Context: an optimization exercise on an open-source flow, tuned for a short achievable clock period and few clock cycles. The choices shown serve that exercise and are no tape-out recipe.
The RTL was checked by simulation tests, not by an equivalence proof against the original design.

==> inputs of trial 53 <==
## transformation_block
module transformation_block #(
   parameter int FEATURE_COLS      = 96,
   parameter int WEIGHT_ROWS       = 96,
   parameter int FEATURE_ROWS      = 6,
   parameter int WEIGHT_COLS       = 3,
   parameter int FEATURE_WIDTH     = 5,
   parameter int WEIGHT_WIDTH      = 5,
   parameter int DOT_PROD_WIDTH    = 16,
   parameter int ADDRESS_WIDTH     = 13,
   parameter int FEATURE_BASE_ADDR = 512
) (
   input  logic                                             clk,
   input  logic                                             reset,
   input  logic                                             start,
   input  logic [WEIGHT_ROWS*WEIGHT_WIDTH-1:0]              data_in,
   output logic [ADDRESS_WIDTH-1:0]                         read_address,
   output logic                                             enable_read,
   output logic [FEATURE_ROWS*WEIGHT_COLS*DOT_PROD_WIDTH-1:0] fm_row_out,
   output logic                                             done
);
==> module transformation_block, before the edit <==
module transformation_block #(
   parameter int FEATURE_COLS      = 96,
   parameter int WEIGHT_ROWS       = 96,
   parameter int FEATURE_ROWS      = 6,
   parameter int WEIGHT_COLS       = 3,
   parameter int FEATURE_WIDTH     = 5,
   parameter int WEIGHT_WIDTH      = 5,
   parameter int DOT_PROD_WIDTH    = 16,
   parameter int ADDRESS_WIDTH     = 13,
   parameter int FEATURE_BASE_ADDR = 512
) (
   input  logic                                             clk,
   input  logic                                             reset,
   input  logic                                             start,
   input  logic [WEIGHT_ROWS*WEIGHT_WIDTH-1:0]              data_in,
   output logic [ADDRESS_WIDTH-1:0]                         read_address,
   output logic                                             enable_read,
   output logic [FEATURE_ROWS*WEIGHT_COLS*DOT_PROD_WIDTH-1:0] fm_row_out,
   output logic                                             done
);
   localparam int VW = WEIGHT_ROWS * WEIGHT_WIDTH;
   localparam logic [3:0] C_IDLE = 4'd0;
   localparam logic [3:0] C_F0   = 4'd3;
   localparam logic [3:0] C_WB0  = 4'd5;     
   localparam logic [3:0] C_LAST = 4'd10;
   localparam logic [3:0] C_DONE = 4'd11;
   logic [3:0]  cnt, cnt_nx;
   logic [ADDRESS_WIDTH-1:0] addr_nx;
   logic [VW-1:0] w0, w1, w2;
   logic [DOT_PROD_WIDTH-1:0] res [WEIGHT_COLS];
   always_comb begin
      cnt_nx = cnt;
      case (cnt)
         C_IDLE:  if (start) cnt_nx = 4'd1;
         C_DONE:  if (!start) cnt_nx = C_IDLE;
         default: cnt_nx = cnt + 4'd1;
      endcase
   end
   always_comb begin
      if (cnt_nx >= C_F0 && cnt_nx < C_F0 + 4'(FEATURE_ROWS))
         addr_nx = ADDRESS_WIDTH'(FEATURE_BASE_ADDR) + ADDRESS_WIDTH'(cnt_nx - C_F0);
      else if (cnt_nx < C_F0)
         addr_nx = ADDRESS_WIDTH'(cnt_nx);
      else
         addr_nx = '0;
   end
   always_ff @(posedge clk or posedge reset) begin
      if (reset) begin
         cnt          <= C_IDLE;
         done         <= 1'b0;
         read_address <= '0;
      end else begin
         cnt          <= cnt_nx;
         done         <= (cnt_nx == C_DONE);
         read_address <= addr_nx;
      end
   end
   assign enable_read = 1'b1;
   always_ff @(posedge clk) begin
      if (cnt == 4'd0) w0 <= data_in;
      if (cnt == 4'd1) w1 <= data_in;
      if (cnt == 4'd2) w2 <= data_in;
   end
   dot_product_unit u_dot0 (.clk(clk), .feature(data_in), .weight(w0), .result(res[0]));
   dot_product_unit u_dot1 (.clk(clk), .feature(data_in), .weight(w1), .result(res[1]));
   dot_product_unit u_dot2 (.clk(clk), .feature(data_in), .weight(w2), .result(res[2]));
   always_ff @(posedge clk) begin
      for (int i = 0; i < FEATURE_ROWS; i++) begin
         if (cnt == C_WB0 + 4'(i)) begin
            for (int j = 0; j < WEIGHT_COLS; j++)
               fm_row_out[(i*WEIGHT_COLS + j)*DOT_PROD_WIDTH +: DOT_PROD_WIDTH] <= res[j];
         end
      end
   end
endmodule
make LEC_CHECK=0 CAP_MARGIN=20 CORE_MARGIN=2 CORE_UTILIZATION=35 SLEW_MARGIN=20 finish   # period 15.0 ns
run.sh (not shown) runs the stock make flow with config.mk's settings and CLKGATE_MAP_FILE= SYNTH_SCRIPT=/design/flow/synth_recipe.tcl, a recipe that flattens the netlist after the stock synthesis.
==> trial 47: changes against trial 53 <==
--- a/flow/design.v
+++ b/flow/design.v
@@ -8571,6 +8571,8 @@
    localparam logic [3:0] C_DONE = 4'd11;
    logic [3:0]  cnt, cnt_nx;
    logic [ADDRESS_WIDTH-1:0] addr_nx;
+   logic [2:0]  addr_lo;       
+   logic        addr_f;        
    logic [VW-1:0] w0, w1, w2;
    logic [DOT_PROD_WIDTH-1:0] res [WEIGHT_COLS];
    always_comb begin
@@ -8591,15 +8593,22 @@
    end
    always_ff @(posedge clk or posedge reset) begin
       if (reset) begin
-         cnt          <= C_IDLE;
-         done         <= 1'b0;
-         read_address <= '0;
+         cnt     <= C_IDLE;
+         done    <= 1'b0;
+         addr_lo <= '0;
+         addr_f  <= 1'b0;
       end else begin
-         cnt          <= cnt_nx;
-         done         <= (cnt_nx == C_DONE);
-         read_address <= addr_nx;
+         cnt     <= cnt_nx;
+         done    <= (cnt_nx == C_DONE);
+         addr_lo <= addr_nx[2:0];
+         addr_f  <= addr_nx[9];
       end
    end
+   always_comb begin
+      read_address    = '0;
+      read_address[2:0] = addr_lo;
+      read_address[9] = addr_f;
+   end
    assign enable_read = 1'b1;
    always_ff @(posedge clk) begin
       if (cnt == 4'd0) w0 <= data_in;
@@ -8609,12 +8618,23 @@
    dot_product_unit u_dot0 (.clk(clk), .feature(data_in), .weight(w0), .result(res[0]));
    dot_product_unit u_dot1 (.clk(clk), .feature(data_in), .weight(w1), .result(res[1]));
    dot_product_unit u_dot2 (.clk(clk), .feature(data_in), .weight(w2), .result(res[2]));
+   localparam int RW = WEIGHT_COLS * DOT_PROD_WIDTH;
+   localparam int FW = FEATURE_ROWS * RW;
+   logic [FW-1:0] fm_dup;
+   logic [RW-1:0] res_row;
+   logic          wr;
+   always_comb begin
+      for (int j = 0; j < WEIGHT_COLS; j++)
+         res_row[j*DOT_PROD_WIDTH +: DOT_PROD_WIDTH] = res[j];
+   end
+   assign wr = (cnt >= C_WB0) && (cnt <= C_LAST);
    always_ff @(posedge clk) begin
-      for (int i = 0; i < FEATURE_ROWS; i++) begin
-         if (cnt == C_WB0 + 4'(i)) begin
-            for (int j = 0; j < WEIGHT_COLS; j++)
-               fm_row_out[(i*WEIGHT_COLS + j)*DOT_PROD_WIDTH +: DOT_PROD_WIDTH] <= res[j];
-         end
+      if (wr) begin
+         fm_row_out <= {res_row, fm_row_out[FW-1:RW]};
+         fm_dup     <= {res_row, fm_dup[FW-1:RW]};
+      end else begin
+         fm_row_out <= fm_dup;
+         fm_dup     <= fm_row_out;
       end
    end
 endmodule
==> flow/flow/run.sh (new file) <==
#!/bin/bash
# The standard ORFS layout (standard.sh, standard synthesis unchanged),
# with these changes:
#  - cells may be resized to other footprints (sky130hd's default forbids it);
#  - after detailed routing, remaining antenna violations get more diode
#    repair and re-routing (flow/antenna.tcl).
set -o pipefail
cat >> config.mk <<EOC
export SETUP_SLACK_MARGIN = 10.6
export POST_DETAIL_ROUTE_TCL = $PWD/flow/antenna.tcl
EOC
bash standard.sh finish MATCH_CELL_FOOTPRINT=0 > standard_run.log 2>&1
==> flow/flow/antenna.tcl (new file) <==
# Run after ORFS's own post-route antenna repair: if any antenna violation
# is left, insert diodes with a margin and re-route, a few times.
set extra_iters 0
while { [check_antennas] && $extra_iters < 4 } {
  repair_antennas -ratio_margin [expr { 20 + 10 * $extra_iters }]
  detailed_route {*}$::all_args
  incr extra_iters
}
==> flow/standard.sh (new file) <==
#!/bin/bash
# synth_recipe.tcl (not shown) runs the flow's synth.tcl, then flattens the netlist and writes it again
# the make line also repeats each setting of config.mk as NAME=value (left out here)
make -C /OpenROAD-flow-scripts/flow DESIGN_CONFIG=/design/flow/config.mk WORK_HOME=/design/flow/orfs CLKGATE_MAP_FILE= SYNTH_SCRIPT=/design/flow/synth_recipe.tcl "${@:-finish}"
- CORE_UTILIZATION: 35 -> 40
- POST_DETAIL_ROUTE_TCL: unset -> /design/flow/flow/antenna.tcl
- SETUP_SLACK_MARGIN: unset -> 10.6
removed: flow/run.sh
==> results.txt <==
|  | trial 47 | trial 53 |
|---|---|---|
| Run status | timing/DRC/antenna clean | complete, but fails checks |
| Reasons for failing layout checks | - | antenna rules |
| Layout clock buffers | 828 | 763 |
| Clock buffer and inverter area fraction after layout | 5.10% | 5.24% |
| Origin of the worst min-delay path | u_dot2.s1_q[17] | u_dot2.s1_q[137] |
| Gp weighted congestion | 1.17 | 1.15 |
| Tmin final | 5.15 ns | 6.54 ns |
| Post-layout instance count excluding filler cells | 42600 | 40600 |
| Post-layout instance area | 404000 um^2 | 362000 um^2 |
| Xor-xnor portion of the synthesized cell area | 0.0558% | 0.0931% |
| Post-route worst setup slack | 9.85 ns | 8.46 ns |
| Critical Path AT | 6.25 ns | 7.27 ns |
| Post-placement cell area | 367000 um^2 | 343000 um^2 |
| Routed met1 length | 772000 um | 719000 um |
| Non-clock inverter count | 7017 | 7019 |
| M1 GR Usage | 62.2% | 52.1% |
| Total Routed Length | 2040000 um | 1850000 um |
| Cell at the slowest stage of the critical path | sky130_fd_sc_hd__fa_1 | sky130_fd_sc_hd__nor3_1 |
| Cell depth of the worst setup path | 17 | 14 |
| Via density per instance | 5.40 | 5.18 |
| Worst clock skew | 0.0905 ns | 0.114 ns |
| Number of clock buffers inserted by TritonCTS | 591 | 572 |
Testbench counts of trial 53, summed over its fixed seeds: cycles 12,288.
Testbench counts of trial 47, summed over its fixed seeds: cycles 12,288.

separate check: timing with driven ports:
The results above use ideal ports. As a check the final layouts listed here were re-extracted and re-timed, cells and wires unchanged.
Step 1 assumes that a clkbuf_16 drives the clock port and a buf_2 every other input.
Step 2 times the ports against the registers' clock, not the clock port: input delays grow and output delays shrink by t, the midpoint of the rising clock arrivals with the driver on.
a / b / c = no drivers / after step 1 / after step 2; a / b = the first two.
run | shift t [ns] | setup WS [ns] | worst setup path at the end | worst data-port slew with drivers (ns) | cell pins on the clock port's net
trial 53 | 1.236 | 8.462 / 8.462 / 8.096 | input to register | 0.42 | 1
trial 47 | 1.369 | 9.851 / 9.851 / 9.130 | input to register | 0.37 | 1
For trial 47, which loses most, drivers alone change the setup slack by 0.000 ns; drivers and shift together by -0.721 ns.
